From an optimization exercise on the open Yosys and OpenROAD flow, aimed at small area, a short achievable clock period and few clock cycles; shortcuts taken in it are not production practice. At most, simulation tests tie the RTL to the original design; equivalence was not proved. Power and IR drop assume default switching activity.

Setup of the reference run:
## stepper_halfstep_controller_unit
module stepper_halfstep_controller_unit (
   input  logic        clock,
   input  logic        reset,
   input  logic        req_valid,
   output logic        req_ready,
   input  logic [2:0]  req_command,
   input  logic        req_motor,
   input  logic [31:0] req_step_count,
   input  logic [1:0]  req_switches_0,
   input  logic [1:0]  req_switches_1,
   output logic        rsp_valid,
   input  logic        rsp_ready,
   output logic [3:0]  rsp_coils_0,
   output logic [3:0]  rsp_coils_1,
   output logic [1:0]  rsp_status,
   output logic [31:0] rsp_position,
   output logic [31:0] rsp_steps_remaining,
   output logic [2:0]  rsp_motor_mode,
   output logic [1:0]  rsp_direction,
   output logic [15:0] rsp_current_period,
   input  logic        csr_we,
   input  logic [1:0]  csr_index,
   input  logic [15:0] csr_wdata
);
   localparam logic [1:0] REG_TARGET_0 = 2'd0;
   localparam logic [1:0] REG_TARGET_1 = 2'd1;
   localparam logic [1:0] REG_START    = 2'd2;
   logic [15:0] tgt0_ff, tgt1_ff, start_ff, wdata_nz;
   logic [16:0] pulln_ff;
   logic        load0_ff, load1_ff;
   assign wdata_nz = (csr_wdata == 16'd0) ? 16'd1 : csr_wdata;
   always_ff @(posedge clock) begin
      if (reset) begin
         tgt0_ff <= 16'd1000; tgt1_ff <= 16'd1000;
         start_ff <= 16'd2000; pulln_ff <= -17'sd100;
         load0_ff <= 1'b0; load1_ff <= 1'b0;
      end else if (csr_we) begin
         load0_ff <= csr_index == REG_TARGET_0;
         load1_ff <= csr_index == REG_TARGET_1;
         case (csr_index)
            REG_TARGET_0: tgt0_ff <= wdata_nz;
            REG_TARGET_1: tgt1_ff <= wdata_nz;
            REG_START:    start_ff <= wdata_nz;
            default:      pulln_ff <= 17'd0 - {1'b0, csr_wdata};
         endcase
      end else begin
         load0_ff <= 1'b0; load1_ff <= 1'b0;
      end
   end
   logic        r_valid, s_valid, s_next, rdy_ff, v_ff, go, accept;
   logic        sel_ff, seln_ff, selv_ff, selvn_ff;
   logic [2:0]  r_cmd, s_cmd;
   logic        r_motor, s_motor;
   logic [31:0] r_count, s_count;
   logic [1:0]  r_sw0, r_sw1, s_sw0, s_sw1;
  ...
Size in the first run: ~3600 cells after synthesis, about 470 flip-flops, roughly 0.030 mm2 of cells after synthesis.
export LEC_CHECK = 0
export CAP_MARGIN = 20
export CORE_MARGIN = 2
export CORE_UTILIZATION = 40
export SLEW_MARGIN = 20
create_clock -name core_clock -period 11.5 [get_ports {clock}]
standard.sh (not shown) runs the stock make flow with config.mk's settings and CLKGATE_MAP_FILE= SYNTH_SCRIPT=/design/flow/synth_recipe.tcl, a recipe that flattens the netlist after the stock synthesis.
==> flow/flow/run.sh <==
#!/bin/bash
# The standard layout, with a tighter setup-repair target than the
# clock period (the SDC is unchanged) and plain buffers on the ports.
export SETUP_SLACK_MARGIN=7.4
export BUFFER_PORTS_ARGS="-buffer_cell sky130_fd_sc_hd__buf_2"
bash standard.sh > standard_run.log 2>&1
Testbench counts of the reference run, summed over its fixed seeds: cycles 24,016.
The inputs of the trial run differ from those of the reference run as listed below.
--- a/flow/design.v
+++ b/flow/design.v
@@ -1,14 +1,15 @@
 module shc_motor (
    input  logic        clock,
    input  logic        reset,
    input  logic        go,           
+   input  logic        valid,        
    input  logic [2:0]  command,
    input  logic        is_tick,      
-   input  logic        move_sel,     
+   input  logic        sel_op,       
    input  logic        selected,
    input  logic [31:0] count,
    input  logic [30:0] n,            
    input  logic        n_lt2,        
    input  logic        n_le2,        
    input  logic [1:0]  sw,
    input  logic [15:0] tgt,          
@@ -20,15 +21,16 @@
    input  logic        cfg_load,     
    output logic [2:0]  mode,
    output logic [1:0]  dir,
    output logic [31:0] steps_to_go,
    output logic [31:0] pos,
    output logic [15:0] period,
    output logic [3:0]  coil,
-   output logic [1:0]  status
+   output logic [1:0]  status,
+   output logic        stopped_next  
 );
    localparam logic [2:0] CMD_TICK  = 3'd0;
    localparam logic [2:0] CMD_MOVE  = 3'd1;
    localparam logic [2:0] CMD_PULL  = 3'd2;
    localparam logic [2:0] CMD_CCW   = 3'd3;
    localparam logic [2:0] CMD_CW    = 3'd4;
    localparam logic [2:0] CMD_STOP  = 3'd5;
@@ -138,16 +140,14 @@
             CMD_CCW: if (sw[0]) status = ST_LOWER;
             CMD_CW:  if (sw[1]) status = ST_UPPER;
             default: ;
          endcase
       end
    end
    logic [30:0] op;
-   logic        sel_op;
-   assign sel_op = move_sel && !moving;
    logic [32:0] ya, yb, yc, ys, ycy;
    logic [1:0]  ygp;
    logic        x0, x1;
    assign op  = sel_op ? count[30:0] : steps_to_go[30:0];
    assign ya  = {2'b00, sas};
    assign yb  = ~{2'b00, op};
    assign yc  = {{16{pull_neg[16]}}, pull_neg};
@@ -162,14 +162,15 @@
    logic        lt2, le2, ge;
    always_comb begin
       mode1 = mode;
       if (ok) mode1 = mode_cmd;
       else if (cmd && command == CMD_STOP) mode1 = M_STOP;
       else if (cmd && command == CMD_ZSTOP) mode1 = M_ZSTOP;
       dir1 = stopping ? D_STOPPED : ok ? dir_cmd : dir;
+      stopped_next = valid ? dir1 == D_STOPPED : !moving;
       if (stopping) begin
          stg1 = 32'd0;
          lt2  = 1'b1;
          le2  = 1'b1;
       end else if (estep) begin
          stg1 = stg_dec;
          lt2  = f1;
@@ -301,15 +302,15 @@
    end
    logic        r_valid, s_valid, s_next, rdy_ff, v_ff, go, accept;
    logic        sel_ff, seln_ff, selv_ff, selvn_ff;
    logic [2:0]  r_cmd, s_cmd;
    logic        r_motor, s_motor;
    logic [31:0] r_count, s_count;
    logic [1:0]  r_sw0, r_sw1, s_sw0, s_sw1;
-   logic        r_tick, r_mv0, r_mv1;
+   logic        r_tick, r_mv0, r_mv1, stp0, stp1;
    logic [2:0]  in_cmd;
    logic        in_motor;
    assign in_cmd   = s_valid ? s_cmd : req_command;
    assign in_motor = s_valid ? s_motor : req_motor;
    logic [1:0]  status_ff;
    assign req_ready = rdy_ff;
    assign accept = req_valid && !s_valid;
@@ -333,16 +334,16 @@
             r_cmd <= s_cmd; r_motor <= s_motor; r_count <= s_count;
             r_sw0 <= s_sw0; r_sw1 <= s_sw1;
          end else begin
             r_cmd <= req_command; r_motor <= req_motor; r_count <= req_step_count;
             r_sw0 <= req_switches_0; r_sw1 <= req_switches_1;
          end
          r_tick <= in_cmd == 3'd0;
-         r_mv0 <= in_cmd == 3'd1 && !in_motor;
-         r_mv1 <= in_cmd == 3'd1 && in_motor;
+         r_mv0 <= in_cmd == 3'd1 && !in_motor && stp0;
+         r_mv1 <= in_cmd == 3'd1 && in_motor && stp1;
       end
       if (!s_valid) begin
          s_cmd <= req_command; s_motor <= req_motor; s_count <= req_step_count;
          s_sw0 <= req_switches_0; s_sw1 <= req_switches_1;
       end
    end
    logic [30:0] n;
@@ -364,29 +365,29 @@
    assign init_on = !spt[16];
    assign init_period = spt[16] ? tgt_sel : start_ff;
    logic [2:0]  mode0, mode1;
    logic [1:0]  dir0, dir1, st0, st1;
    logic [31:0] stg0, stg1, pos0, pos1;
    logic [15:0] per0, per1;
    shc_motor u_m0 (
-      .clock, .reset, .go, .command(r_cmd), .is_tick(r_tick), .move_sel(r_mv0), .selected(r_motor == 1'b0),
+      .clock, .reset, .go, .valid(r_valid), .command(r_cmd), .is_tick(r_tick), .sel_op(r_mv0), .selected(r_motor == 1'b0),
       .count(r_count), .n, .n_lt2, .n_le2, .sw(r_sw0), .tgt(tgt0_ff),
       .pull_neg(pulln_ff), .pull_zero(pulln_ff == 17'd0),
       .init_period, .init_on, .init_rm(spt[15:6]),
       .cfg_load(load0_ff),
       .mode(mode0), .dir(dir0), .steps_to_go(stg0), .pos(pos0), .period(per0),
-      .coil(rsp_coils_0), .status(st0));
+      .coil(rsp_coils_0), .status(st0), .stopped_next(stp0));
    shc_motor u_m1 (
-      .clock, .reset, .go, .command(r_cmd), .is_tick(r_tick), .move_sel(r_mv1), .selected(r_motor == 1'b1),
+      .clock, .reset, .go, .valid(r_valid), .command(r_cmd), .is_tick(r_tick), .sel_op(r_mv1), .selected(r_motor == 1'b1),
       .count(r_count), .n, .n_lt2, .n_le2, .sw(r_sw1), .tgt(tgt1_ff),
       .pull_neg(pulln_ff), .pull_zero(pulln_ff == 17'd0),
       .init_period, .init_on, .init_rm(spt[15:6]),
       .cfg_load(load1_ff),
       .mode(mode1), .dir(dir1), .steps_to_go(stg1), .pos(pos1), .period(per1),
-      .coil(rsp_coils_1), .status(st1));
+      .coil(rsp_coils_1), .status(st1), .stopped_next(stp1));
    always_ff @(posedge clock) begin
       if (go) begin
          sel_ff <= r_motor;
          seln_ff <= !r_motor;
          status_ff <= st0 | st1;
       end
       if (go || !v_ff) begin
[summary]
The trial run vs the reference run on clock group share of total power: the trial run is the lower one. In the trial run the via count of the first global-routing pass turned out 115 lower than in the reference run. The trial run vs the reference run — design area climbed slightly. Min growth of design area from synthesis to finish across the trial run and the reference run: the trial run. Compared with the reference run, the trial run shows a higher die area. Compared to the reference run, the routing of the trial run uses more wire. Compared with the reference run, in the trial run average detailed-routed wire length per instance now smaller, first-iteration DRC count now larger, global-route usage over all layers comparable. Of the trial run and the reference run, it is the trial run that has the lower register area share after synthesis. In the flow results for the trial run and the reference run, the critical path's largest stage delay is larger on the trial run. Number of vias after detailed routing on the trial run is behind the reference run.
The RTL of the trial run was laid out without a check of its function.

-- afterwards: timing with drivers on the ports --
How much do the figures lean on ideal ports? The routed layouts below were timed once more, with nothing changed but the port constraints. Step 1, drivers: a clkbuf_16 drives clock and a buf_2 each remaining input, both assumed. Step 2 times the ports against the registers' clock, not the clock port: input delays grow and output delays shrink by t, the midpoint of the rising clock arrivals with the driver on. Slacks: ideal / step 1 / step 2; pairs: ideal / step 1.
| run | t (ns) | setup WS [ns] | worst data-port slew with drivers (ns) | pins driven straight from the clock port |
|---|---|---|---|---|
| the reference run | 0.691 | 7.368 / 7.303 / 6.880 | 0.05 | 1 |
| the trial run | 0.695 | 7.380 / 7.312 / 6.823 | 0.04 | 1 |
After both steps every run listed still meets setup and hold. For the trial run, which loses most, drivers alone change the setup slack by -0.068 ns; drivers and shift together by -0.557 ns.
